What follows belongs to an exercise in optimizing a design on an open flow for small area, a short achievable clock period and few clock cycles per item; a production flow would make more cautious choices.
Where RTL was checked, it was by simulation tests only, not by an equivalence proof against the original.
Function not checked in run 7: the RTL went through the layout flow alone.

==> flow/config.mk <==
export PLATFORM = sky130hd
export DESIGN_NAME = aes_core
export DESIGN_NICKNAME = aes_core
export VERILOG_FILES = /design/flow/design.v
export SDC_FILE = /design/flow/constraint.sdc
export NUM_CORES = 8
export LEC_CHECK = 0
export ABC_AREA = 1
export CAP_MARGIN = 20
export CORE_MARGIN = 2
export CORE_UTILIZATION = 45
export SETUP_SLACK_MARGIN = 1.25
export SLEW_MARGIN = 20
==> flow/constraint.sdc <==
create_clock -name core_clock -period 7.0 [get_ports {clk}]
set_input_delay 1.4000 -clock core_clock [delete_from_list [all_inputs] [get_ports {clk}]]
set_output_delay 1.4000 -clock core_clock [all_outputs]
set_load 0.01 [all_outputs]
==> flow/design.v <==
package aes_pkg;
    localparam int block_width = 128;
    localparam int word_width  = 32;
    localparam int byte_width  = 8;
    localparam int round_width = 4;
    localparam logic [round_width-1:0] num_rounds = 4'd10;
    localparam logic [byte_width-1:0] rcon_init = 8'h01;
    typedef union packed {
        logic [0:block_width/byte_width-1][byte_width-1:0] bytes;
        logic [0:block_width/word_width-1][word_width-1:0] words;
    } aes_state_t;
    function automatic logic [byte_width-1:0] xtime(input logic [byte_width-1:0] b);
        xtime = {b[byte_width-2:0], 1'b0} ^ (8'h1b & {byte_width{b[byte_width-1]}});
    endfunction
endpackage
module aes_sbox (
    input  logic [7:0] a,
    output logic [7:0] y
);
    logic U0, U1, U2, U3, U4, U5, U6, U7;
    logic T1, T2, T3, T4, T5, T6, T7, T8, T9, T10, T11, T12;
    logic T13, T14, T15, T16, T17, T18, T19, T20, T21, T22, T23, T24;
    logic T25, T26, T27, M1, M2, M3, M4, M5, M6, M7, M8, M9;
    logic M10, M11, M12, M13, M14, M15, M16, M17, M18, M19, M20, M21;
    logic M22, M23, M37, M38, M39, M40, M41, M42, M43, M44, M45, M46;
    logic M47, M48, M49, M50, M51, M52, M53, M54, M55, M56, M57, M58;
    logic M59, M60, M61, M62, M63, L0, L1, L2, L3, L4, L5, L6;
    logic L7, L8, L9, L10, L11, L12, L13, L14, L15, L16, L17, L18;
    logic L19, L20, L21, L22, L23, L24, L25, L26, L27, L28, L29;
    logic S0, S1, S2, S3, S4, S5, S6, S7;
    localparam logic [15:0] inv_tt_37 = 16'hf650;
    localparam logic [15:0] inv_tt_38 = 16'hc9f0;
    localparam logic [15:0] inv_tt_39 = 16'h8eca;
    localparam logic [15:0] inv_tt_40 = 16'hea26;
    localparam logic [15:0] inv_tt_41 = 16'h23d6;
    localparam logic [15:0] inv_tt_42 = 16'h789a;
    localparam logic [15:0] inv_tt_43 = 16'h3fa0;
    localparam logic [15:0] inv_tt_44 = 16'h64ec;
    localparam logic [15:0] inv_tt_45 = 16'h5b4c;
    assign {U0, U1, U2, U3, U4, U5, U6, U7} = a;
    assign T1 = U0 ^ U3;
    assign T2 = U0 ^ U5;
    assign T3 = U0 ^ U6;
    assign T4 = U3 ^ U5;
    assign T5 = U4 ^ U6;
    assign T6 = T1 ^ T5;
    assign T7 = U1 ^ U2;
    assign T8 = U7 ^ T6;
    assign T9 = U7 ^ T7;
    assign T10 = T6 ^ T7;
    assign T11 = U1 ^ U5;
    assign T12 = U2 ^ U5;
    assign T13 = T3 ^ T4;
    assign T14 = T6 ^ T11;
    assign T15 = T5 ^ T11;
    assign T16 = T5 ^ T12;
    assign T17 = T9 ^ T16;
    assign T18 = U3 ^ U7;
    assign T19 = T7 ^ T18;
    assign T20 = T1 ^ T19;
    assign T21 = U6 ^ U7;
    assign T22 = T7 ^ T21;
    assign T23 = T2 ^ T22;
    assign T24 = T2 ^ T10;
    assign T25 = T20 ^ T17;
    assign T26 = T3 ^ T16;
    assign T27 = T1 ^ T12;
    assign M1 = T13 & T6;
    assign M2 = T23 & T8;
    assign M3 = T14 ^ M1;
    assign M4 = T19 & U7;
    assign M5 = M4 ^ M1;
    assign M6 = T3 & T16;
    assign M7 = T22 & T9;
    assign M8 = T26 ^ M6;
    assign M9 = T20 & T17;
    assign M10 = M9 ^ M6;
    assign M11 = T1 & T15;
    assign M12 = T4 & T27;
    assign M13 = M12 ^ M11;
    assign M14 = T2 & T10;
    assign M15 = M14 ^ M11;
    assign M16 = M3 ^ M2;
    assign M17 = M5 ^ T24;
    assign M18 = M8 ^ M7;
    assign M19 = M10 ^ M15;
    assign M20 = M16 ^ M13;
    assign M21 = M17 ^ M15;
    assign M22 = M18 ^ M13;
    assign M23 = M19 ^ T25;
    assign M37 = inv_tt_37[{M20, M21, M22, M23}];
    assign M38 = inv_tt_38[{M20, M21, M22, M23}];
    assign M39 = inv_tt_39[{M20, M21, M22, M23}];
    assign M40 = inv_tt_40[{M20, M21, M22, M23}];
    assign M41 = inv_tt_41[{M20, M21, M22, M23}];
    assign M42 = inv_tt_42[{M20, M21, M22, M23}];
    assign M43 = inv_tt_43[{M20, M21, M22, M23}];
    assign M44 = inv_tt_44[{M20, M21, M22, M23}];
    assign M45 = inv_tt_45[{M20, M21, M22, M23}];
    assign M46 = M44 & T6;
    assign M47 = M40 & T8;
    assign M48 = M39 & U7;
    assign M49 = M43 & T16;
    assign M50 = M38 & T9;
    assign M51 = M37 & T17;
    assign M52 = M42 & T15;
    assign M53 = M45 & T27;
    assign M54 = M41 & T10;
    assign M55 = M44 & T13;
    assign M56 = M40 & T23;
    assign M57 = M39 & T19;
    assign M58 = M43 & T3;
    assign M59 = M38 & T22;
    assign M60 = M37 & T20;
    assign M61 = M42 & T1;
    assign M62 = M45 & T4;
    assign M63 = M41 & T2;
    assign L0 = M61 ^ M62;
    assign L1 = M50 ^ M56;
    assign L2 = M46 ^ M48;
    assign L3 = M47 ^ M55;
    assign L4 = M54 ^ M58;
    assign L5 = M49 ^ M61;
    assign L6 = M62 ^ L5;
    assign L7 = M46 ^ L3;
    assign L8 = M51 ^ M59;
    assign L9 = M52 ^ M53;
    assign L10 = M53 ^ L4;
    assign L11 = M60 ^ L2;
    assign L12 = M48 ^ M51;
    assign L13 = M50 ^ L0;
    assign L14 = M52 ^ M61;
    assign L15 = M55 ^ L1;
    assign L16 = M56 ^ L0;
    assign L17 = M57 ^ L1;
    assign L18 = M58 ^ L8;
    assign L19 = M63 ^ L4;
    assign L20 = L0 ^ L1;
    assign L21 = L1 ^ L7;
    assign L22 = L3 ^ L12;
    assign L23 = L18 ^ L2;
    assign L24 = L15 ^ L9;
    assign L25 = L6 ^ L10;
    assign L26 = L7 ^ L9;
    assign L27 = L8 ^ L10;
    assign L28 = L11 ^ L14;
    assign L29 = L11 ^ L17;
    assign S0 = L6 ^ L24;
    assign S1 = ~(L16 ^ L26);
    assign S2 = ~(L19 ^ L28);
    assign S3 = L6 ^ L21;
    assign S4 = L20 ^ L22;
    assign S5 = L25 ^ L29;
    assign S6 = ~(L13 ^ L27);
    assign S7 = ~(L6 ^ L23);
    assign y = {S0, S1, S2, S3, S4, S5, S6, S7};
endmodule
`timescale 1ns/100ps
module aes_ctrl (
    input  logic clk,
    input  logic rst,
    input  logic start,
    input  logic last_round,
    output logic load,
    output logic step,
    output logic valid
);
    logic running;
    assign load = start && !running;
    assign step = running;
    always_ff @(posedge clk or posedge rst) begin
        if (rst) begin
            running <= 1'b0;
            valid   <= 1'b0;
        end else begin
            valid <= running && last_round;
            if (load) begin
                running <= 1'b1;
            end else if (running && last_round) begin
                running <= 1'b0;
            end
        end
    end
endmodule
`timescale 1ns/100ps
module aes_round_counter (
    input  logic                           clk,
    input  logic                           rst,
    input  logic                           load,
    input  logic                           step,
    output logic                           last_round,
    output logic [aes_pkg::byte_width-1:0] rcon
);
    logic [aes_pkg::round_width-1:0] count;
    always_ff @(posedge clk or posedge rst) begin
        if (rst) begin
            count <= '0;
            rcon  <= '0;
        end else if (load) begin
            count <= {{(aes_pkg::round_width-1){1'b0}}, 1'b1};
            rcon  <= aes_pkg::rcon_init;
        end else if (step) begin
            count <= count + 1'b1;
            rcon  <= aes_pkg::xtime(rcon);
        end
    end
    assign last_round = (count == aes_pkg::num_rounds);
endmodule
`timescale 1ns/100ps
module aes_key_schedule (
    input  logic                            clk,
    input  logic                            load,
    input  logic [aes_pkg::block_width-1:0] key,
    input  logic [aes_pkg::byte_width-1:0]  rcon,
    output aes_pkg::aes_state_t             round_key,
    output aes_pkg::aes_state_t             next_key
);
    localparam int word_bytes = aes_pkg::word_width / aes_pkg::byte_width;
    logic [aes_pkg::word_width-1:0] rot_word;
    logic [aes_pkg::word_width-1:0] sub_word;
    logic [aes_pkg::word_width-1:0] w0_rcon;
    assign rot_word = {round_key.words[3][aes_pkg::word_width-aes_pkg::byte_width-1:0],
                       round_key.words[3][aes_pkg::word_width-1 -: aes_pkg::byte_width]};
    for (genvar i = 0; i < word_bytes; i++) begin : g_sbox
        aes_sbox i_sbox (
            .a (rot_word[aes_pkg::byte_width*i +: aes_pkg::byte_width]),
            .y (sub_word[aes_pkg::byte_width*i +: aes_pkg::byte_width])
        );
    end
    assign w0_rcon = round_key.words[0] ^ {rcon, {(aes_pkg::word_width-aes_pkg::byte_width){1'b0}}};
    logic [aes_pkg::word_width-1:0] w01, w23;
    assign w01 = w0_rcon ^ round_key.words[1];
    assign w23 = round_key.words[2] ^ round_key.words[3];
    always_comb begin
        next_key.words[0] = w0_rcon ^ sub_word;
        next_key.words[1] = w01 ^ sub_word;
        next_key.words[2] = round_key.words[2] ^ next_key.words[1];
        next_key.words[3] = w23 ^ next_key.words[1];
    end
    always_ff @(posedge clk) begin
        if (load) begin
            round_key <= key;
        end else begin
            round_key <= next_key;
        end
    end
endmodule
`timescale 1ns/100ps
module aes_round (
    input  logic                            clk,
    input  logic                            rst,
    input  logic                            load,
    input  logic                            step,
    input  logic                            last_round,
    input  logic [aes_pkg::block_width-1:0] plaintext,
    input  aes_pkg::aes_state_t             round_key,
    input  aes_pkg::aes_state_t             next_key,
    output aes_pkg::aes_state_t             state
);
    localparam int num_bytes = aes_pkg::block_width / aes_pkg::byte_width;
    localparam int num_cols  = aes_pkg::block_width / aes_pkg::word_width;
    aes_pkg::aes_state_t cur_state;
    aes_pkg::aes_state_t add_state;
    aes_pkg::aes_state_t sub_state;
    aes_pkg::aes_state_t shift_state;
    aes_pkg::aes_state_t mix_state;
    function automatic logic [aes_pkg::word_width-1:0] mix_column(
        input logic [aes_pkg::word_width-1:0] col
    );
        logic [aes_pkg::byte_width-1:0] a0, a1, a2, a3;
        logic [aes_pkg::byte_width-1:0] s0, s1, s2, s3;
        {a0, a1, a2, a3} = col;
        s0 = a0 ^ a1;
        s1 = a1 ^ a2;
        s2 = a2 ^ a3;
        s3 = a3 ^ a0;
        mix_column = {aes_pkg::xtime(s0) ^ (s2 ^ a1),
                      aes_pkg::xtime(s1) ^ (s3 ^ a2),
                      aes_pkg::xtime(s2) ^ (s0 ^ a3),
                      aes_pkg::xtime(s3) ^ (s1 ^ a0)};
    endfunction
    assign add_state = cur_state ^ round_key;
    for (genvar i = 0; i < num_bytes; i++) begin : g_sbox
        aes_sbox i_sbox (
            .a (add_state.bytes[i]),
            .y (sub_state.bytes[i])
        );
    end
    always_comb begin
        for (int c = 0; c < num_cols; c++) begin
            for (int r = 0; r < num_cols; r++) begin
                shift_state.bytes[num_cols*c + r] =
                    sub_state.bytes[num_cols*((c + r) % num_cols) + r];
            end
        end
    end
    always_comb begin
        for (int c = 0; c < num_cols; c++) begin
            mix_state.words[c] = mix_column(shift_state.words[c]);
        end
    end
    always_ff @(posedge clk) begin
        if (load) begin
            cur_state <= plaintext;
        end else begin
            cur_state <= mix_state;
        end
    end
    always_ff @(posedge clk or posedge rst) begin
        if (rst) begin
            state <= '0;
        end else if (step && last_round) begin
            state <= shift_state ^ next_key;
        end
    end
endmodule
`timescale 1ns/100ps
module aes_core (
    input  logic                            clk,
    input  logic                            rst,
    input  logic                            start,
    input  logic [aes_pkg::block_width-1:0] plaintext,
    input  logic [aes_pkg::block_width-1:0] key,
    output logic [aes_pkg::block_width-1:0] ciphertext,
    output logic                            valid
);
    logic                           load;
    logic                           step;
    logic                           last_round;
    logic [aes_pkg::byte_width-1:0] rcon;
    aes_pkg::aes_state_t            round_key;
    aes_pkg::aes_state_t            next_key;
    aes_ctrl i_aes_ctrl (
        .clk        (clk),
        .rst        (rst),
        .start      (start),
        .last_round (last_round),
        .load       (load),
        .step       (step),
        .valid      (valid)
    );
    aes_round_counter i_aes_round_counter (
        .clk        (clk),
        .rst        (rst),
        .load       (load),
        .step       (step),
        .last_round (last_round),
        .rcon       (rcon)
    );
    aes_key_schedule i_aes_key_schedule (
        .clk       (clk),
        .load      (load),
        .key       (key),
        .rcon      (rcon),
        .round_key (round_key),
        .next_key  (next_key)
    );
    aes_round i_aes_round (
        .clk        (clk),
        .rst        (rst),
        .load       (load),
        .step       (step),
        .last_round (last_round),
        .plaintext  (plaintext),
        .round_key  (round_key),
        .next_key   (next_key),
        .state      (ciphertext)
    );
endmodule
==> flow/flow/run.sh <==
#!/bin/bash
# Standard ORFS layout with these changes:
#  - synthesis maps the logic with its own ABC script
#    (flow/abc_area.script: delay-oriented mapping with some area
#    recovery), which suits this XOR-heavy design far better than
#    the stock scripts;
#  - synthesis skips the half/full-adder extraction, which would
#    freeze XOR/AND pairs of the S-boxes into slow adder cells;
#  - every port still gets its own buffer, but the smallest one.
# The registers and their names are those of the standard synthesis.
# make's output goes to make_finish.log; each ORFS step writes its
# own full log under orfs/logs/.
set -euo pipefail
WORK=$(pwd)
rm -rf "$WORK/scripts_mod"
cp -r "$FLOW_HOME/scripts" "$WORK/scripts_mod"
cp "$WORK/flow/abc_area.script" "$WORK/scripts_mod/abc_area.script"
bash "$WORK/standard.sh" SCRIPTS_DIR="$WORK/scripts_mod" ABC_AREA=1 ADDER_MAP_FILE= \
    BUFFER_PORTS_ARGS="-buffer_cell sky130_fd_sc_hd__buf_1" \
    finish > "$WORK/make_finish.log" 2>&1
==> flow/flow/abc_area.script <==
strash
dc2
&get -n
&dch
&nf -p -R 50
&put
topo
stime -c
buffer -c
upsize -c
dnsize -c
==> flow/standard.sh <==
#!/bin/bash
# synth_recipe.tcl (not shown) runs the flow's synth.tcl, then flattens the netlist and writes it again
# the make line also repeats each setting of config.mk as NAME=value (left out here)
make -C /OpenROAD-flow-scripts/flow DESIGN_CONFIG=/design/flow/config.mk WORK_HOME=/design/flow/orfs CLKGATE_MAP_FILE= SYNTH_SCRIPT=/design/flow/synth_recipe.tcl "${@:-finish}"
==> results of run 1 <==
==> routing by layer <==
| metal | track usage (%) | up-vias | wire length [microns] |
|---|---|---|---|
| met5 | 0 | - | 26 |
| met4 | 10.1 | 4 | 5460 |
| met3 | 4.35 | 215 | 11100 |
| met2 | 48.9 | 1262 | 65600 |
| met1 | 44.6 | 16100 | 66500 |
| li1 | - | 16000 | - |
==> worst max path at each step <==
stage	end	startpoint	slack [ns]
floorplan	i_aes_ctrl.running	rst	1.79
global placement	i_aes_round.state[31]	i_aes_key_schedule.round_key[17]	0.45
detailed placement	i_aes_round.state[10]	i_aes_key_schedule.round_key[1]	0.51
CTS	i_aes_round.state[10]	i_aes_key_schedule.round_key[7]	1.21
global route	i_aes_round.state[6]	i_aes_key_schedule.round_key[26]	1.15
finish	i_aes_round.cur_state[119]	i_aes_key_schedule.round_key[1]	1.50
==> sequential cells by signal, indices dropped and copies added, names as in the netlist <==
register,count
i_aes_ctrl.running,1
i_aes_ctrl.valid,1
i_aes_key_schedule.round_key,128
i_aes_round.cur_state,128
i_aes_round.state,128
i_aes_round_counter.count,4
i_aes_round_counter.rcon,8
==> cell usage in the layout, fill, tap and decap left out, drive strengths merged, types with 7 or more instances in the layout <==
master / synthesis / final
o21ai: 73 / 73
and2: 34 / 34
o22ai: 8 / 8
or2: 18 / 18
clkinv: 1 / 15
dfxtp: 256 / 256
nor2: 845 / 845
a22oi: 7 / 7
xnor2: 1555 / 1555
a21oi: 401 / 401
nor2b: 94 / 94
nand3: 13 / 13
a31oi: 10 / 10
and2b: 8 / 8
nor3: 18 / 18
nand2: 303 / 303
dfrtp: 142 / 142
nand2b: 74 / 74
xor2: 700 / 700
clkbuf: 91 / 63
nor3b: 8 / 8
or3: 8 / 8
inv: 29 / 35
a22o: 8 / 8
buf: 23 / 519
==> area by class of cell <==
cell class,count,share of cell area (%)
Clock buffer,63,2.89
Timing Repair Buffer,519,5.31
Tap cell,1165,3.10
Antenna cell,1,0.00532
Multi-Input combinational cell,4247,69.3
Sequential cell,398,18.5
Inverter,30,0.266
Clock inverter,28,0.673
==> logic make-up (layout without fill, tap and decap cells) <==
logic type | count (synthesis) | after routing | synth area share (%)
compound gates | 551 | 551 | 7.44
simple gates | 1437 | 1437 | 15.3
flops | 398 | 398 | 21.5
buf+inv | 144 | 640 | 1.45
mux | 4 | 4 | 0.105
xor+xnor | 2255 | 2255 | 54.2
other cells | 0 | 1 | 0
==> through the flow <==
step | instances | cell area (sq um) | setup WS (ns) | utilization (%)
global placement | 6312 | 43500 | 0.447 | 49.1
floorplan | 4789 | 40400 | 1.79 | -
detailed placement | 6312 | 43500 | 0.508 | 49.1
global route | 6450 | 47000 | 1.15 | 53.0
CTS | 6406 | 45400 | 1.21 | 51.3
finish | 6451 | 47000 | 1.50 | 53.0
==> worst min-delay path, delay by kind of cell (launching register included) <==
family	cells	cell delay (ns)
and+or+nand+nor	1	0.05
AOI/OAI and AO/OA	1	0.06
DFF	1	0.34
==> timing repair <==
action,4_1_cts,5_1_grt
buffers inserted,3,43
resized for setup,31,157
pin swaps,2,19
endpoints found under the setup margin,54,207
==> run notes, run 1 <==
TritonCTS Buffers 49; Synth Flop Type dfxtp_1; largest net degree at the start of global routing 158; htree depth 2; crit path max fanout 6; die height just over 300 microns; grt total ovfl 0; vias in the first global route about 32000; Buf/Inv on CP 1; Core Box Area 88600 sq um; Top Family by Delay on Critical Path XOR/XNOR gates; Post-synth top cells 1370 x xnor2_1, 829 x nor2_1, 653 x xor2_1; run status no timing/DRC/antenna violations; worst hold start i_aes_round.state[119]; P&R area growth vs syn 16.4%; clock latency on the worst-skew pair between 0.6 and 0.7 ns; WP data arrival between 5 and 6 ns; Async SR Flop Fraction 35.7%; Cell Chain, Critical Path xor2_4, xnor2_2, xnor2_1, nand2b_1, a21boi_1, nor2_1, a21oi_1, xor2_2, nand2b_1, nand2_1, xor2_1, nand2_1, xnor2_4, xor2_2, xnor2_2, xnor2_4, buf_12, xnor2_4, xnor2_1, a21oi_1; HPWL after DPL 123000 microns; area leader, netlist xnor2_1; Die ar. 92100 sq um; final hold viol count 0; worst reg2reg setup slack 1.50 ns; RePlAce Congestion just over 1; Multi-input gate area 32600 sq um; top post-synthesis cells by area xnor2_1 30%, xor2_1 14%, dfxtp_1 13%; Fin Setup TNS 0 ns; first-pass GRT wire length ~210000 microns; Site Rows 109; critical path's largest stage delay roughly 0.54 ns; fin crit share 78.6%; Max Clock Freq about 0.18 GHz; vias 33600; most numerous cell in the Yosys netlist xnor2_1; Clock Sink Count 398; Cell variety after synth between 60 and 70; hold_ws 0.479 ns; Max-cap violations 0; Final Max Slew Viols 0; startpoint types register; Global Route Usage Sum 31.4%; Yosys warning count 4; # IOs slightly below 400; post-synthesis sequential area ratio 21.5%; Slowest cell on crit path dfxtp_2; drt pass-1 iters 6; #FFs+latches synth 398; Slew @ Worst Pin between 0.9 and 1 ns; DIE WIDTH 304 microns; layout cells sized above 1 12.5%; DRC 0; CP Capture Type register; I/O Buffers 387; reg2reg start i_aes_key_schedule.round_key[1]; Mapped Area 40400 sq um; syn nets 5048; clock skew between 0.02 and 0.025 ns; WL per Instance between 20 and 25 microns; Clock Path Buffers 3; worst path required time around 7.5 ns; Worst Hold Class register to register; Root Buffer clkbuf_16; Final setup viols 0; post-route ant nets 0; DRT Wirelength 149000 microns; critical path type register to register; critical path depth 20; Hold EP i_aes_round.state[119]; Starting Density 45.5%; EDFF count, synth 0; Clock transition at path regs 0.07 ns; Avg Vias per Cell 5.20; FF-to-FF End i_aes_round.cur_state[119]; Cells after Synth about 4800; crit-path most repeated cell xnor2_4; Nets 5504; min cycle time layout 5.50 ns; post-synth top area share 29.7%; reg2reg path depth 20; Post-CTS Hold Buffers 0; Relative slew margins between 30 and 40%; Reg area 8690 sq um; initial antenna violation count 3; RSZ-0062 raised after global routing true; Avg Synthesized Cell Area 8.43 sq um; Hold Path Cell Cnt 2; CTS tree yes; # fillers 8505; Initial DRC Count around 3100
Testbench counts, summed over its fixed seeds: cycles 10,560, blocks 960.
==> inputs of run 2 (changes only) <==
==> flow/flow/abc_area.script (replaced) <==
strash
dc2
&get -n
&dch
&nf -p -R 20
&put
topo
stime -c
buffer -c
upsize -c
dnsize -c
==> run notes, run 2 <==
EDFF count, synth 0; crit path max fanout 8; vias in the first global route 31500; fin crit share 79.8%; HPWL after DPL 119000 microns; Worst Hold Class register to register; CP Capture Type register; Global Route Usage Sum 30.5%; Yosys warning count 4; worst reg2reg setup slack about 1.4 ns; post-route ant nets 0; Regs by FF count i_aes_key_schedule.round_key x128, i_aes_round.cur_state x128, i_aes_round.state x128; first-pass GRT wire length 206000 microns; routing usage on met2 about 48%; #FFs+latches synth 398; Final setup viols 0; Clock Sink Count 398; clock latency on the worst-skew pair 0.63 ns; post-synth top area share 30.6%; area leader, netlist xnor2_1; TritonCTS Buffers 47; Synth Flop Type dfxtp_1; Clock Path Buffers 3; P&R area growth vs syn 17.7%; Clock transition at path regs 0.06 ns; worst path required time between 7 and 8 ns; Avg Vias per Cell 5.19; I/O Buffers ~390; met3 Track Usage GR 4.03%; drt pass-1 iters 22; Site Rows 109; met1 GRT Util 40.6%; run status no timing/DRC/antenna violations; Root Buffer clkbuf_16; WL per Instance 22.8 microns; Starting Density 45.5%; Initial DRC Count around 2700; Fin Setup TNS 0 ns; RePlAce Congestion 0.994; RSZ-0062 raised after global routing true; Hold EP i_aes_round.state[72]; reg2reg start i_aes_key_schedule.round_key[12]; largest net degree at the start of global routing 147; clock skew ~0.036 ns; commonest non-fill, non-tap cells in the layout 1268 x xnor2_1, 661 x nor2_1, 594 x xor2_1; Post-Layout Inst Area approximately 47000 sq um; Post-CTS Hold Buffers 0; placed cell area 43400 sq um; gr busiest metal met2; Core Box Area 88500 sq um; # IOs 388; Relative slew margins 30.6%; FF-to-FF End i_aes_round.state[19]; die height 303 microns; worst hold start i_aes_round.state[72]; DIE WIDTH 303 microns; DRT Wirelength 144000 microns; Async SR Flop Fraction 35.7%; vias 32800; Post-synth top cells 1406 x xnor2_1, 662 x nor2_1, 649 x xor2_1; Final Max Slew Viols 0; reg2reg path depth 20; top post-synthesis cells by area xnor2_1 31%, xor2_1 14%, dfxtp_1 13%; Die ar. just over 90000 sq um; Cells after Synth 4646; min cycle time layout 5.59 ns; most numerous cell in the Yosys netlist xnor2_1; DRC 0; final hold viol count 0; CTS tree yes; Cell variety after synth between 70 and 80; Mapped Area 40300 sq um; grt total ovfl 0; Max-cap violations 0; Hold Path Cell Cnt 2; critical path type register to register; Nets 5383; layout cells sized above 1 13.6%; Core Util, Final ~54%; Cell Count Post-Placement 6174; Max Clock Freq approximately 0.18 GHz; final std cells w/o fill 6331; post-synthesis sequential area ratio 21.5%; WP data arrival between 6 and 7 ns; startpoint types register; initial antenna violation count 6; syn nets a little under 5000; Slew @ Worst Pin 1.04 ns; htree depth 2; Avg Synthesized Cell Area 8.67 sq um; commonest non-fill, non-tap cell in the layout xnor2_1
==> run 2: cell count changes in the layout (fill, tap and decap cells not counted), sizes merged, moves of 8 or more <==
cell   before   now
nand2     303   279
buf       519   540
a21oi     401   363
xnor3       0    43
o31ai       0     8
nor2      845   670
o21ai      73    64
xor2      700   678
xnor2    1555  1535
mux2        2    68
==> run 2: area by class of cell <==
cell class | instances | area (sq um)
Antenna cell | 3 | 7.51
Clock buffer | 58 | 1270
Clock inverter | 30 | 420
Fill cell | 8314 | 41100
Inverter | 29 | 121
Multi-Input combinational cell | 4108 | 32800
Sequential cell | 398 | 8690
Tap cell | 1165 | 1460
Timing Repair Buffer | 540 | 2640
==> run 2: stage by stage <==
stage	setup slack [ns]	hold slack, ns
2_1_floorplan	1.79	0.457
3_3_place_gp	0.446	0.461
3_5_place_dp	0.537	0.476
4_1_cts	1.10	0.490
5_1_grt	1.10	0.502
6_report	1.41	0.480
==> run 2: logic make-up after synthesis <==
group / count (synthesis) / synth area share [%]
xor gates and xnor gates: 2257 / 54.1
and+or+nand+nor: 1245 / 13.5
AOI/OAI and AO/OA: 533 / 7.40
DFF: 398 / 21.5
buffers and inverters: 141 / 1.44
muxes: 72 / 2.00
==> run 2: how the worst max path moves through the flow <==
stage / cells past startpoint / slack (ns) / endpoint / start
2_1_floorplan: 1 / 1.79 / i_aes_ctrl.running / rst
3_3_place_gp: 18 / 0.45 / i_aes_round.state[6] / i_aes_key_schedule.round_key[29]
3_5_place_dp: 18 / 0.54 / i_aes_round.state[27] / i_aes_key_schedule.round_key[17]
4_1_cts: 18 / 1.10 / i_aes_round.state[27] / i_aes_key_schedule.round_key[17]
5_1_grt: 22 / 1.10 / i_aes_round.state[15] / i_aes_key_schedule.round_key[6]
6_report: 20 / 1.41 / i_aes_round.state[19] / i_aes_key_schedule.round_key[12]
==> run 2: layer usage <==
| layer | up-vias | routed length (microns) |
|---|---|---|
| met3 | 273 | 10300 |
| met2 | 1212 | 64500 |
| met5 | - | 26 |
| met4 | 4 | 9320 |
| li1 | 15700 | - |
| met1 | 15600 | 60100 |
==> run 2: repair_timing <==
action / in CTS / in global routing
endpoints found under the setup margin: 86 / 223
hold endpoints to repair: 0 / 0
setup buffers: 4 / 61
resized for setup: 52 / 183
pin swaps: 4 / 32
gates cloned: 0 / 1
==> run 2: worst max-delay path, cell delays in order (launching register included) <==
cell	delay (ns)
dfxtp_1	0.54
xor2_1	0.35
xnor2_2	0.16
xnor2_1	0.31
nand2_1	0.15
xor2_2	0.25
xnor2_2	0.36
xor2_1	0.22
nand2_1	0.10
o22ai_1	0.23
nand2b_1	0.18
xnor2_2	0.36
xor2_1	0.21
xnor2_1	0.16
xnor2_1	0.14
buf_4	0.22
xor2_2	0.18
xnor2_1	0.61
xor2_1	0.36
xor2_1	0.22
a21oi_1	0.10
==> inputs of run 3 (changes only) <==
==> flow/flow/abc_area.script (replaced) <==
strash
dc2
&get -n
&dch
&nf -p -R 50 -F 8 -A 4
&put
topo
stime -c
buffer -c
upsize -c
dnsize -c
==> run notes, run 3 <==
run status no timing/DRC/antenna violations; crit path launch i_aes_key_schedule.round_key[41]; Regs by FF count i_aes_key_schedule.round_key x128, i_aes_round.cur_state x128, i_aes_round.state x128; Async SR Flop Fraction 35.7%; Initial DRC Count around 2700; RSZ-0062 raised after global routing true; TritonCTS Buffers 50; Cell variety after synth 72; Global Route Usage Sum 30.9%; reg2reg path depth 19; top post-synthesis cells by area xnor2_1 31%, xor2_1 13%, dfxtp_1 13%; Clock transition at path regs 0.06 ns; Site Rows 109; CTS tree yes; syn nets a little under 5000; clock latency on the worst-skew pair 0.65 ns; # fillers between 8000 and 9000; # IOs 388; Clock Path Buffers 3; Relative slew margins between 10 and 15%; critical path type register to register; CP Capture Type register; drt pass-1 iters 6; worst hold start i_aes_round.state[99]; worst path required time 7.44 ns; #FFs+latches synth 398; clock skew 0.0400 ns; I/O Buffers around 390; initial antenna violation count 2; Hold Path Cell Cnt 2; Starting Density around 46%; min cycle time layout 5.55 ns; vias in the first global route 31900; reg2reg start i_aes_key_schedule.round_key[41]; Nets between 5000 and 6000; DIE WIDTH 303 microns; vias 32800; post-synth top area share 30.6%; Slew @ Worst Pin approximately 1.3 ns; met3 wire length around 9500 microns; EDFF count, synth 0; htree depth 2; HPWL after DPL ~120000 microns; fin crit share between 70% and 80%; post-synthesis sequential area ratio 21.5%; Final setup viols 0; largest net degree at the start of global routing a little over 200; commonest non-fill, non-tap cell in the layout xnor2_1; Yosys warning count 4; Clock Sink Count 398; worst reg2reg setup slack 1.45 ns; layout cells sized above 1 14.6%; FF-to-FF End i_aes_round.cur_state[115]; area leader, netlist xnor2_1; Root Buffer clkbuf_16; Mapped Area 40300 sq um; Fin Setup TNS 0 ns; Synth Flop Type dfxtp_1; Max Clock Freq 0.180 GHz; die height 303 microns; DRC 0; DRT met1 WL 62900 microns; crit path max fanout 6; Hold EP i_aes_round.state[99]; Post-Layout Inst Area 47400 sq um; Avg Vias per Cell 5.17; Cells after Synth 4668; Final Max Slew Viols 0; Top Metal Used met5; Post-synth top cells 1406 x xnor2_1, 686 x nor2_1, 614 x xor2_1; WP data arrival about 6 ns; Worst Hold Class register to register; commonest non-fill, non-tap cells in the layout 1270 x xnor2_1, 685 x nor2_1, 561 x xor2_1; Max-cap violations 0; final hold viol count 0; Core Box Area 88500 sq um; Avg Synthesized Cell Area 8.63 sq um; routed wl met2 between 60000 and 70000 microns; grt total ovfl 0; placed cell area 43500 sq um; P&R area growth vs syn 17.6%; post-route ant nets 0; hold_ws roughly 0.5 ns; Die ar. 92000 sq um; most numerous cell in the Yosys netlist xnor2_1; WL per Instance 22.9 microns; RePlAce Congestion 0.993; Post-CTS Hold Buffers 0; DRT Wirelength 145000 microns; startpoint types register; first-pass GRT wire length approximately 210000 microns
## run 3: changes by cell type after synthesis, moves of 10 or more
cell / delta
xnor3_1: -40
xnor2_2: +38
xor2_1: -35
a21oi_1: +34
nor2_1: +24
xnor2_4: +18
xor2_2: +12
buf_2: -10
## run 3: layout make-up
cell class	count	area, sq um	share of cell area (%)
Antenna cell	1	2.50	0.00528
Timing Repair Buffer	518	2490	5.25
Tap cell	1165	1460	3.08
Inverter	36	145	0.306
Clock buffer	61	1350	2.85
Sequential cell	398	8690	18.3
Multi-Input combinational cell	4127	32800	69.2
Clock inverter	32	463	0.977
## run 3: worst max path at each step
| stage | to | slack [ns] | cells past startpoint |
|---|---|---|---|
| global route | i_aes_round.cur_state[59] | 1.17 | 19 |
| global placement | i_aes_round.state[27] | 0.12 | 19 |
| CTS | i_aes_round.state[31] | 1.23 | 19 |
| detailed placement | i_aes_round.state[31] | 0.34 | 19 |
| floorplan | i_aes_ctrl.running | 1.79 | 1 |
| finish | i_aes_round.cur_state[115] | 1.45 | 19 |
## run 3: metal layers
metal  vias to the layer above  global-route usage (%)
met5                         -                       0
met2                      1224                    49.5
met3                       270                    4.00
met1                     15600                    41.6
li1                      15700                       -
met4                         2                    13.6
## run 3: logic make-up (layout without fill, tap and decap cells)
family          Yosys count  count (layout)  share of synthesized area (%)
xor+xnor               2246            2246                           54.1
simple gates           1275            1275                           13.8
compound gates          544             544                           7.39
flops                   398             398                           21.5
buf+inv                 143             647                           1.48
mux                      62              62                           1.72
other cells               0               1                              0
## run 3: timing repair
action / in CTS / in global routing
endpoints found under the setup margin: 105 / 217
pin swaps: 3 / 31
resized for setup: 71 / 160
setup buffers: 5 / 42
## run 3: worst max-delay path, stage by stage, from the launching register on
cell	delay [ns]
dfxtp_1	0.41
xor2_2	0.38
xnor2_1	0.26
xnor2_1	0.50
nor2_1	0.11
xor2_1	0.17
xnor2_1	0.15
xnor2_1	0.42
inv_1	0.19
nand2_1	0.13
nand3_1	0.13
a31oi_1	0.27
nor2_1	0.09
xnor2_1	0.27
xor2_1	0.35
xor2_1	0.14
xnor2_1	0.55
xnor2_1	0.30
xnor2_1	0.35
a21oi_1	0.18
## run 3: metrics by stage
stage,setup slack [ns],instances,util [%]
final,1.45,6338,53.5
after global routing,1.17,6337,53.5
after CTS,1.23,6295,51.8
after detailed placement,0.342,6197,49.1
after global placement,0.124,6197,49.1
after floorplan,1.79,4668,-
==> inputs of run 4 (changes only) <==
==> flow/flow/abc_area.script (replaced) <==
strash
dc2
&get -n
&dch
&nf -p -R 50
&put
topo
stime -c
buffer -c
upsize -c
dnsize -c
--- a/flow/config.mk
+++ b/flow/config.mk
@@ -10,4 +10,5 @@
 export CORE_MARGIN = 2
 export CORE_UTILIZATION = 45
+export CTS_CLUSTER_SIZE = 30
 export SETUP_SLACK_MARGIN = 1.25
 export SLEW_MARGIN = 20
==> run notes, run 4 <==
Synth Flop Type dfxtp_1; reg2reg start i_aes_key_schedule.round_key[1]; post-route ant nets 0; clock skew 0.0202 ns; crit-path most repeated cell xnor2_4; area leader, netlist xnor2_1; Root Buffer clkbuf_16; Clock Path Buffers 3; Top Family by Delay on Critical Path XOR/XNOR gates; Clock Sink Count slightly below 400; startpoint types register; Final Max Slew Viols 0; Yosys warning count 4; Regs by FF count i_aes_key_schedule.round_key x128, i_aes_round.cur_state x128, i_aes_round.state x128; most numerous cell in the Yosys netlist xnor2_1; final hold viol count 0; critical path type register to register; clock latency on the worst-skew pair roughly 0.62 ns; # IOs 388; Cells after Synth 4789; RePlAce Congestion 1.01; Hold Path Cell Cnt 2; Buf/Inv on CP 1; syn nets between 5000 and 6000; Avg Synthesized Cell Area 8.43 sq um; FF-to-FF End i_aes_round.cur_state[119]; CTS tree yes; Starting Density between 40% and 50%; Global Route Usage Sum between 30% and 40%; #FFs+latches synth 398; I/O Buffers 387; commonest non-fill, non-tap cell in the layout xnor2_1; worst reg2reg setup slack between 1.5 and 2 ns; worst path required time 7.48 ns; HPWL after DPL between 100000 and 150000 microns; worst hold start i_aes_round.state[119]; EDFF count, synth 0; top post-synthesis cells by area xnor2_1 30%, xor2_1 14%, dfxtp_1 13%; WP data arrival roughly 6 ns; Post-Layout Inst Area 47000 sq um; Mapped Area 40400 sq um; Slowest cell on crit path dfxtp_2; Cell Chain, Critical Path xor2_4, xnor2_2, xnor2_1, nand2b_1, a21boi_1, nor2_1, a21oi_1, xor2_2, nand2b_1, nand2_1, xor2_1, nand2_1, xnor2_4, xor2_2, xnor2_2, xnor2_4, buf_12, xnor2_4, xnor2_1, a21oi_1; reg2reg path depth 20; Clock transition at path regs 0.07 ns; RSZ-0062 raised after global routing true; Worst Hold Class register to register; vias 33600; grt total ovfl 0; Async SR Flop Fraction 35.7%; Initial DRC Count 3077; run status no timing/DRC/antenna violations; Fin Setup TNS 0 ns; Nets 5504; crit path max fanout 6; die height 304 microns; min cycle time layout 5.50 ns; largest net degree at the start of global routing 158; initial antenna violation count 3; Final setup viols 0; Die ar. 92100 sq um; Max-cap violations 0; layout cells sized above 1 12.5%; Hold EP i_aes_round.state[119]; drt pass-1 iters 6; Cell variety after synth 68; Relative slew margins 33.7%; DIE WIDTH 304 microns; Max Clock Freq ~0.18 GHz; post-synth top area share 29.7%; CP Capture Type register; critical path's largest stage delay 0.54 ns; post-synthesis sequential area ratio between 20% and 30%; TritonCTS Buffers 49; Post-CTS Hold Buffers 0; DRT Wirelength 149000 microns; fin crit share 78.6%; Slew @ Worst Pin 0.994 ns; Core Box Area 88600 sq um; DRC 0; Post-synth top cells 1370 x xnor2_1, 829 x nor2_1, 653 x xor2_1; vias in the first global route 32000; P&R area growth vs syn 16.4%; Site Rows approximately 110; placed cell area 43500 sq um; first-pass GRT wire length 212000 microns; commonest non-fill, non-tap cells in the layout 1260 x xnor2_1, 828 x nor2_1, 611 x xor2_1; WL per Instance 23.0 microns; Avg Vias per Cell 5.20; htree depth 2
## run 4: area by class of cell
type                            count  area (sq um)
Tap cell                         1165          1460
Inverter                           30           125
Clock inverter                     28           317
Timing Repair Buffer              519          2490
Sequential cell                   398          8690
Clock buffer                       63          1360
Fill cell                        8505         41600
Antenna cell                        1          2.50
Multi-Input combinational cell   4247         32600
## run 4: tightest hold or removal path: stages, from the launching register on
cell     delay [ns]
dfrtp_1        0.34
nand2_1        0.05
o21ai_0        0.06
## run 4: cell families (layout without fill, tap and decap cells)
group	Yosys count	after routing	share of synthesized area [%]
buf+inv	144	640	1.45
other cells	0	1	0
compound gates	551	551	7.44
flops	398	398	21.5
simple gates	1437	1437	15.3
mux	4	4	0.105
xor+xnor	2255	2255	54.2
## run 4: timing repair
item                                    in CTS  in global routing
gates resized for setup                     31                157
pin swaps                                    2                 19
cloned                                       0                  0
endpoints found under the setup margin      54                207
buffers inserted                             3                 43
## run 4: worst max-delay path by stage
stage	end	start	cells after the start	slack [ns]
3_5_place_dp	i_aes_round.state[10]	i_aes_key_schedule.round_key[1]	20	0.51
5_1_grt	i_aes_round.state[6]	i_aes_key_schedule.round_key[26]	20	1.15
3_3_place_gp	i_aes_round.state[31]	i_aes_key_schedule.round_key[17]	19	0.45
2_1_floorplan	i_aes_ctrl.running	rst	1	1.79
6_report	i_aes_round.cur_state[119]	i_aes_key_schedule.round_key[1]	20	1.50
4_1_cts	i_aes_round.state[10]	i_aes_key_schedule.round_key[7]	21	1.21
## run 4: metrics by stage
step                setup slack [ns]  hold WS [ns]  util [%]  std cells
finish                          1.50         0.479      53.0       6451
global route                    1.15         0.520      53.0       6450
CTS                             1.21         0.482      51.3       6406
global placement               0.447         0.463      49.1       6312
detailed placement             0.508         0.470      49.1       6312
floorplan                       1.79         0.457         -       4789
## run 4: per-layer routing
metal / vias to the layer above / wire length (microns) / global-route usage, %
met5: - / 26 / 0
met4: 4 / 5460 / 10.1
met3: 215 / 11100 / 4.35
met2: 1262 / 65600 / 48.9
met1: 16100 / 66500 / 44.6
li1: 16000 / - / -
==> inputs of run 5 (changes only) <==
--- a/flow/config.mk
+++ b/flow/config.mk
@@ -9,6 +9,5 @@
 export CAP_MARGIN = 20
 export CORE_MARGIN = 2
-export CORE_UTILIZATION = 45
-export CTS_CLUSTER_SIZE = 30
+export CORE_UTILIZATION = 35
 export SETUP_SLACK_MARGIN = 1.25
 export SLEW_MARGIN = 20
==> run notes, run 5 <==
clock skew 0.0407 ns; vias in the first global route between 30000 and 40000; Fin Setup TNS 0 ns; worst path required time roughly 7.5 ns; layout cells sized above 1 12.6%; die height 344 microns; Cells after Synth approximately 4800; post-synthesis sequential area ratio 21.5%; Core Box Area 114000 sq um; Die ar. between 100000 and 150000 sq um; Clock Path Buffers 3; Post-synth top cells 1370 x xnor2_1, 829 x nor2_1, 653 x xor2_1; Worst Hold Class register to register; Slew @ Worst Pin 1.09 ns; Post-CTS Hold Buffers 0; most numerous cell in the Yosys netlist xnor2_1; WL per Instance 22.9 microns; Clock Sink Count 398; critical path type register to register; vias 33300; DRT Wirelength 155000 microns; Max Clock Freq 0.178 GHz; fin crit share 80.3%; CP Capture Type register; Nets 5477; DRC 0; EDFF count, synth 0; startpoint types register; run status no timing/DRC/antenna violations; Avg Synthesized Cell Area 8.43 sq um; Clock transition at path regs 0.06 ns; crit path max fanout 6; Starting Density 35.3%; commonest non-fill, non-tap cells in the layout 1241 x xnor2_1, 828 x nor2_1, 608 x xor2_1; Async SR Flop Fraction 35.7%; HPWL after DPL 129000 microns; syn nets 5048; Core Util, Final slightly above 40%; Final setup viols 0; I/O Buffers roughly 390; min cycle time layout 5.62 ns; final hold viol count 0; Mapped Area 40400 sq um; clock latency on the worst-skew pair 0.68 ns; commonest non-fill, non-tap cell in the layout xnor2_1; Site Rows roughly 120; post-route ant nets 0; DIE WIDTH 344 microns; largest net degree at the start of global routing between 100 and 150; TritonCTS Buffers 48; htree depth 2; Max-cap violations 0; area leader, netlist xnor2_1; Synth Flop Type dfxtp_1; #FFs+latches synth between 300 and 400; CTS tree yes; grt total ovfl 0; post-synth top area share 29.7%; P&R area growth vs syn 17.4%; WP data arrival 6.12 ns; RePlAce Congestion 1.01; Avg Vias per Cell 4.91; Relative slew margins 27.6%; Root Buffer clkbuf_16; Initial DRC Count 2807; initial antenna violation count 5; Yosys warning count 4; RSZ-0062 raised after global routing true; Regs by FF count i_aes_key_schedule.round_key x128, i_aes_round.cur_state x128, i_aes_round.state x128; # IOs around 390; Global Route Usage Sum 25.4%; top post-synthesis cells by area xnor2_1 30%, xor2_1 14%, dfxtp_1 13%; drt pass-1 iters 7; Cell variety after synth 68; Final Max Slew Viols 0; first-pass GRT wire length between 200000 and 250000 microns
run 5: cell counts after synthesis:
No cell type changed its count.
run 5: layer usage:
| layer | up-vias | part of all wire (%) | track usage (%) |
|---|---|---|---|
| li1 | 15900 | - | - |
| met1 | 15900 | 45 | 35.8 |
| met2 | 1237 | 43 | 38.4 |
| met3 | 240 | 7.5 | 3.57 |
| met4 | 4 | 5.1 | 11.2 |
| met5 | - | 0.015 | 0 |
run 5: final timing paths:
path / slack, ns / cells after the start / startpoint / endpoint
setup / recovery: 1.38 / 21 / i_aes_key_schedule.round_key[2] / i_aes_round.state[10]
hold / removal: 0.48 / 2 / i_aes_round.state[95] / i_aes_round.state[95]
setup reg to reg: 1.38 / 21 / i_aes_key_schedule.round_key[2] / i_aes_round.state[10]
hold reg to reg: 0.48 / 2 / i_aes_round.state[95] / i_aes_round.state[95]
max in group asynchronous: 4.44 / 3 / rst / i_aes_round.state[75]
min in group asynchronous: 0.92 / 2 / rst / i_aes_round.state[13]
run 5: area by class of cell:
cell class              instances  area, sq um
clock inverters                36          327
diodes                          3         7.51
multi-input cells            4247        32800
clock buffers                  54         1280
well taps                    1512         1890
flip-flops and latches        398         8690
inverters                      30          125
repair buffers                493         2300
fillers                     11500        67000
run 5: timing repair:
item                                    CTS  global route
resized for setup                        32           181
pin swaps                                 0            17
setup buffers                             0            34
endpoints found under the setup margin   56           204
cloned                                    0             0
run 5: cell families after synthesis:
| kind of cell | Yosys count | share of synthesized area (%) |
|---|---|---|
| AOI/OAI and AO/OA | 551 | 7.44 |
| DFF | 398 | 21.5 |
| muxes | 4 | 0.105 |
| and+or+nand+nor | 1437 | 15.3 |
| xor gates and xnor gates | 2255 | 54.2 |
| buffers and inverters | 144 | 1.45 |
run 5: per-stage QoR:
step / cells / area, sq um / hold WS [ns] / setup WS, ns
after detailed placement: 6646 / 43800 / 0.468 / 0.540
after floorplan: 4789 / 40400 / 0.457 / 1.79
final: 6773 / 47400 / 0.478 / 1.38
after global placement: 6646 / 43800 / 0.464 / 0.536
after global routing: 6770 / 47400 / 0.505 / 1.07
after CTS: 6736 / 45700 / 0.482 / 1.12
run 5: critical path, cell delays in order, from the launching register on:
cell,delay [ns]
dfxtp_1,0.55
xor2_1,0.36
xor2_1,0.14
nor2_1,0.24
xor2_1,0.21
xnor2_1,0.19
xnor2_2,0.16
buf_4,0.18
nor2b_1,0.19
nor2b_1,0.09
xnor2_1,0.32
nor2_1,0.13
xnor2_2,0.39
xnor2_2,0.21
xnor2_1,0.19
xnor2_1,0.18
xnor2_2,0.43
xnor2_2,0.23
xnor2_2,0.37
xor2_1,0.37
xor2_1,0.23
a21oi_1,0.09
==> inputs of run 6 (changes only) <==
--- a/flow/config.mk
+++ b/flow/config.mk
@@ -9,5 +9,5 @@
 export CAP_MARGIN = 20
 export CORE_MARGIN = 2
-export CORE_UTILIZATION = 35
+export CORE_UTILIZATION = 55
 export SETUP_SLACK_MARGIN = 1.25
 export SLEW_MARGIN = 20
==> run notes, run 6 <==
Synth Area in Compound Gates roughly 7.4%; Async SR Flop Fraction 35.7%; xor/xnor cell area share of the yosys netlist a little over half; Worst Hold Class register to register; RSZ-0062 raised after global routing true; CTS tree yes; CP Capture Type register; Cells after Synth approximately 4800; Final Max Slew Viols 0; initial antenna violation count 5; Nets 5500; vias 33500; EDFF count, synth 0; drt pass-1 iters 5; area leader, netlist xnor2_1; Clock transition at path regs 0.06 ns; Initial DRC Count 2780; worst path required time 7.42 ns; TritonCTS Buffers 50; Relative slew margins 35.0%; crit path max fanout 8; Max-cap violations 0; syn nets just over 5000; layout cells sized above 1 13.1%; Post-synth top cells 1370 x xnor2_1, 829 x nor2_1, 653 x xor2_1; post-route ant nets 0; WP data arrival 6.06 ns; final hold viol count 0; critical path type register to register; Root Buffer clkbuf_16; simple-gate portion of the synthesized area 15.3%; DIE WIDTH 275 microns; vias in the first global route 31700; #FFs+latches synth 398; run status no timing/DRC/antenna violations; largest family of logic cells by synthesized area XOR/XNOR gates; adder and majority gate portion of the synthesized area 0%; Starting Density 55.4%; clock skew 0.0250 ns; WL per Instance ~23 microns; HPWL after DPL 117000 microns; proportion of synthesized area in mux cells 0.105%; DRT Wirelength 142000 microns; Final setup viols 0; Die ar. 75600 sq um; largest net degree at the start of global routing 161; Core Box Area 72800 sq um; first-pass GRT wire length 204000 microns; Slew @ Worst Pin 0.975 ns; Fin Setup TNS 0 ns; Global Route Usage Sum 36.4%; clock latency on the worst-skew pair 0.61 ns; Avg Synthesized Cell Area 8.43 sq um; Max Clock Freq 0.177 GHz; grt total ovfl 0; most numerous cell in the Yosys netlist xnor2_1; I/O Buffers about 390; Regs by FF count i_aes_key_schedule.round_key x128, i_aes_round.cur_state x128, i_aes_round.state x128; Site Rows 99; # IOs 388; startpoint types register; min cycle time layout 5.64 ns; post-synthesis sequential area ratio 21.5%; Clock Path Buffers 3; commonest non-fill, non-tap cells in the layout 1229 x xnor2_1, 829 x nor2_1, 614 x xor2_1; RePlAce Congestion 0.999; top post-synthesis cells by area xnor2_1 30%, xor2_1 14%, dfxtp_1 13%; Clock Sink Count 398; die height 275 microns; P&R area growth vs syn 16.4%; Cell variety after synth 68; Avg Vias per Cell 5.37; commonest non-fill, non-tap cell in the layout xnor2_1; fin crit share 80.6%; Mapped Area 40400 sq um; Synth Flop Type dfxtp_1; DRC 0; Yosys warning count 4; htree depth 2; Core Util, Final 64.5%; post-synth top area share 29.7%; Post-CTS Hold Buffers 0
## run 6: per-layer routing
| layer | track usage, % | routed length [microns] |
|---|---|---|
| met2 | 56.6 | 63200 |
| met3 | 5.28 | 10500 |
| met5 | 0 | 57 |
| met1 | 51.3 | 62400 |
| met4 | 13.0 | 5720 |
## run 6: worst paths after layout
kind / start / endpoint / slack, ns / cells past startpoint
max: i_aes_round.cur_state[1] / i_aes_round.cur_state[116] / 1.36 / 19
min: i_aes_round.state[102] / i_aes_round.state[102] / 0.49 / 2
max reg2reg: i_aes_round.cur_state[1] / i_aes_round.cur_state[116] / 1.36 / 19
min reg2reg: i_aes_round.state[102] / i_aes_round.state[102] / 0.49 / 2
max in group asynchronous: rst / i_aes_round.state[71] / 4.85 / 3
min in group asynchronous: rst / i_aes_round.state[14] / 0.81 / 2
## run 6: kinds of logic (layout without fill, tap and decap cells)
family | after synthesis | count (layout)
xor+xnor | 2255 | 2255
buf+inv | 144 | 638
compound gates | 551 | 551
flops | 398 | 398
other cells | 0 | 1
mux | 4 | 4
simple gates | 1437 | 1437
## run 6: area by class of cell
| class | count | area, sq um |
|---|---|---|
| clock inverters | 24 | 233 |
| repair buffers | 514 | 2430 |
| flip-flops and latches | 398 | 8700 |
| inverters | 30 | 125 |
| multi-input cells | 4247 | 32800 |
| fillers | 6525 | 25800 |
| clock buffers | 70 | 1470 |
| diodes | 1 | 2.50 |
| well taps | 959 | 1200 |
## run 6: worst max-delay path, stage by stage, from the launching register on
cell	delay, ns
dfxtp_1	0.54
xor2_4	0.38
xnor2_2	0.19
xor2_1	0.20
and2b_1	0.36
xor2_1	0.28
xnor2_1	0.15
xnor2_2	0.39
inv_2	0.08
nand2b_1	0.17
nand2_1	0.09
xor2_1	0.29
nand2_1	0.17
xnor2_2	0.36
xor2_2	0.21
xnor2_1	0.45
xor2_1	0.42
xnor2_1	0.15
xnor2_1	0.33
a21oi_1	0.21
## run 6: stage by stage
step	std cells	setup slack [ns]	area, sq um	hold WS [ns]
floorplan	4789	1.79	40400	0.457
global placement	6101	0.590	43200	0.468
detailed placement	6101	0.802	43200	0.480
CTS	6195	1.12	45200	0.492
global route	6242	1.21	47000	0.505
finish	6243	1.36	47000	0.485
## run 6: what timing repair did
action                                  in CTS  in global routing
buffers inserted                             0                 47
gates resized for setup                     40                189
hold endpoints to repair                     0                  0
endpoints found under the setup margin      68                212
pin swaps                                    0                 24
==> inputs of run 7 (changes only) <==
--- a/flow/design.v
+++ b/flow/design.v
@@ -192,18 +192,15 @@
     output logic [aes_pkg::byte_width-1:0] rcon
 );
-    logic [aes_pkg::round_width-1:0] count;
+    localparam logic [aes_pkg::byte_width-1:0] rcon_last = 8'h36;
     always_ff @(posedge clk or posedge rst) begin
         if (rst) begin
-            count <= '0;
-            rcon  <= '0;
+            rcon <= '0;
         end else if (load) begin
-            count <= {{(aes_pkg::round_width-1){1'b0}}, 1'b1};
-            rcon  <= aes_pkg::rcon_init;
-        end else if (step) begin
-            count <= count + 1'b1;
-            rcon  <= aes_pkg::xtime(rcon);
+            rcon <= aes_pkg::rcon_init;
+        end else begin
+            rcon <= aes_pkg::xtime(rcon);
         end
     end
-    assign last_round = (count == aes_pkg::num_rounds);
+    assign last_round = (rcon == rcon_last);
 endmodule
 `timescale 1ns/100ps
--- a/flow/config.mk
+++ b/flow/config.mk
@@ -9,5 +9,5 @@
 export CAP_MARGIN = 20
 export CORE_MARGIN = 2
-export CORE_UTILIZATION = 55
+export CORE_UTILIZATION = 45
 export SETUP_SLACK_MARGIN = 1.25
 export SLEW_MARGIN = 20
==> run notes, run 7 <==
Hold EP i_aes_round.state[111]; worst hold start i_aes_round.state[111]; Cells after Synth 4786; RSZ-0062 raised after global routing true; syn nets between 5000 and 6000; post-synthesis sequential area ratio 21.2%; WL per Instance 22.6 microns; final std cells w/o fill 6464; crit-path most repeated cell xor2_1; Slowest cell on crit path xor2_1; Cell Chain, Critical Path xor2_1, xor2_1, xnor2_1, and2b_2, xor2_1, xnor2_1, xnor2_2, and2_1, nor2_1, xor2_1, nand2_1, xor2_2, xor2_2, xnor2_1, xnor2_2, xnor2_2, xnor2_1, xor2_1, a21oi_1; grt total ovfl 0; fin crit share about four fifths; worst reg2reg setup slack 1.43 ns; DRT Wirelength approximately 150000 microns; final hold viol count 0; post-route ant nets 0; clock latency on the worst-skew pair 0.65 ns; post-synth top area share 29.2%; Initial DRC Count 3031; Slew @ Worst Pin 1.11 ns; Die ar. 92500 sq um; Cell Count Post-Placement roughly 6300; Post-synth top cells 1351 x xnor2_1, 883 x nor2_1, 657 x xor2_1; critical path type register to register; FF-to-FF End i_aes_round.cur_state[20]; die height slightly above 300 microns; Global Route Usage Sum 30.5%; P&R area growth vs syn 17.5%; reg2reg start i_aes_key_schedule.round_key[78]; Avg Vias per Cell about 5.2; startpoint types register; critical path's largest stage delay 0.49 ns; #FFs+latches synth 394; WP data arrival 6.08 ns; # fillers 8513; EDFF count, synth 0; Synth Flop Type dfxtp_1; htree depth 2; HPWL after DPL 120000 microns; commonest non-fill, non-tap cells in the layout 1224 x xnor2_1, 883 x nor2_1, 606 x xor2_1; Clock Sink Count 394; layout cells sized above 1 between 10 and 15%; # IOs 388; initial antenna violation count 3; Worst Hold Class register to register; Avg Synthesized Cell Area 8.47 sq um; Fin Setup TNS 0 ns; run status no timing/DRC/antenna violations; Final setup viols 0; Hold Path Cell Cnt 2; Final Max Slew Viols 0; Regs by FF count i_aes_key_schedule.round_key x128, i_aes_round.cur_state x128, i_aes_round.state x128; clock skew between 0.03 and 0.04 ns; Core Box Area 89600 sq um; Mapped Area approximately 41000 sq um; Cell variety after synth 71; crit path max fanout 9; area leader, netlist xnor2_1; most numerous cell in the Yosys netlist xnor2_1; Async SR Flop Fraction 35.0%; reg2reg path depth 19; RePlAce Congestion 0.988; vias in the first global route between 30000 and 40000; drt pass-1 iters 6; Clock Path Buffers 3; first-pass GRT wire length 211000 microns; Starting Density 45.3%; TritonCTS Buffers 50; Site Rows between 100 and 150; DRC 0; DIE WIDTH between 300 and 400 microns; CTS tree yes; min cycle time layout 5.57 ns; Max Clock Freq approximately 0.18 GHz; Relative slew margins 25.8%; I/O Buffers 387; CP Capture Type register; Root Buffer clkbuf_16; worst path required time 7.51 ns; Clock transition at path regs ~0.06 ns; Yosys warning count 4; Max-cap violations 0; commonest non-fill, non-tap cell in the layout xnor2_1; vias 33400; top post-synthesis cells by area xnor2_1 29%, xor2_1 14%, dfxtp_1 13%; largest net degree at the start of global routing 208; Nets 5504
## run 7: cell count changes after synthesis, moves of 13 or more
cell,change
nand2_1,-19
nand2b_1,-18
nor2_1,+54
nor2b_1,-13
xnor2_1,-19
## run 7: repair_timing
action / CTS / global route
resized for setup: 63 / 164
hold buffers: 0 / 0
setup endpoints to repair: 98 / 205
pin swaps: 3 / 28
setup buffers: 4 / 52
## run 7: kinds of logic (layout without fill, tap and decap cells)
group / count (synthesis) / count (layout) / share of synthesized area (%)
and+or+nand+nor: 1440 / 1440 / 15.1
AOI/OAI and AO/OA: 537 / 537 / 7.13
xor gates and xnor gates: 2264 / 2264 / 54.7
muxes: 11 / 11 / 0.293
buffers and inverters: 140 / 641 / 1.55
DFF: 394 / 394 / 21.2
other: 0 / 1 / 0
## run 7: cell type report
type	instances	area, sq um	area share [%]
inverter	25	98.8	0.208
tap	1176	1470	3.09
clock buffer	65	1420	2.98
clock inverter	29	449	0.943
sequential	394	8590	18.0
antenna	1	2.50	0.00525
multi-input combinational	4252	33100	69.5
timing repair buffer	522	2500	5.26
## run 7: routing by layer
layer	routed length, microns	vias up	track usage (%)
met3	10300	252	4.68
met2	66200	1244	48.5
met5	23	-	0
met1	62600	16000	41.0
li1	-	15900	-
met4	7120	4	13.5
## run 7: worst max-delay path by stage
stage / from / end / slack (ns) / depth (start not counted)
2_1_floorplan: rst / i_aes_ctrl.running / 1.90 / 1
5_1_grt: i_aes_key_schedule.round_key[110] / i_aes_round.cur_state[44] / 1.20 / 20
6_report: i_aes_key_schedule.round_key[78] / i_aes_round.cur_state[20] / 1.43 / 19
3_5_place_dp: i_aes_key_schedule.round_key[22] / i_aes_round.state[25] / 0.29 / 19
3_3_place_gp: i_aes_key_schedule.round_key[22] / i_aes_round.state[25] / 0.17 / 19
4_1_cts: i_aes_key_schedule.round_key[17] / i_aes_round.state[25] / 1.03 / 20
## run 7: worst max-delay path, delay by kind of cell, from the launching register on
family	cells	cell delay (ns)
AO/OA/AOI/OAI	1	0.29
flip-flops	1	0.35
AND/OR/NAND/NOR	4	0.74
XOR/XNOR	14	4.04
## run 7: through the flow
step           utilization (%)  setup slack [ns]  hold slack [ns]  instance area (sq um)
2_1_floorplan                -              1.90            0.492                  40500
3_3_place_gp              48.7             0.169            0.505                  43600
3_5_place_dp              48.7             0.290            0.515                  43600
4_1_cts                   51.3              1.03            0.526                  46000
5_1_grt                   53.2              1.20            0.538                  47600
6_report                  53.2              1.43            0.522                  47600

-- static timing again, ports no longer ideal --
The flow's constraints put no driver on any port. The routed layouts listed below were extracted and timed again, unchanged, in two steps. Step 1 assumes that a clkbuf_16 drives the clock port and a buf_2 every other input. Step 2 also shifts input and output timing later by t, the mid clock arrival at the registers, as if the neighbouring blocks saw the same clock. Slacks: ideal ports / drivers / drivers and shift; pairs: ideal ports / drivers.
run	shift t [ns]	setup WS [ns]	latest minus earliest clock arrival (ns)
run 1	0.684	1.501 / 1.501 / 1.501	0.022 / 0.022
run 2	0.685	1.413 / 1.413 / 1.413	0.036 / 0.037
run 3	0.701	1.448 / 1.448 / 1.448	0.041 / 0.040
run 4	0.684	1.501 / 1.501 / 1.501	0.022 / 0.022
run 5	0.726	1.382 / 1.382 / 1.382	0.041 / 0.041
run 6	0.665	1.359 / 1.359 / 1.359	0.025 / 0.025
run 7	0.704	1.431 / 1.431 / 1.431	0.031 / 0.031
After both steps setup and hold are still met in every run listed.
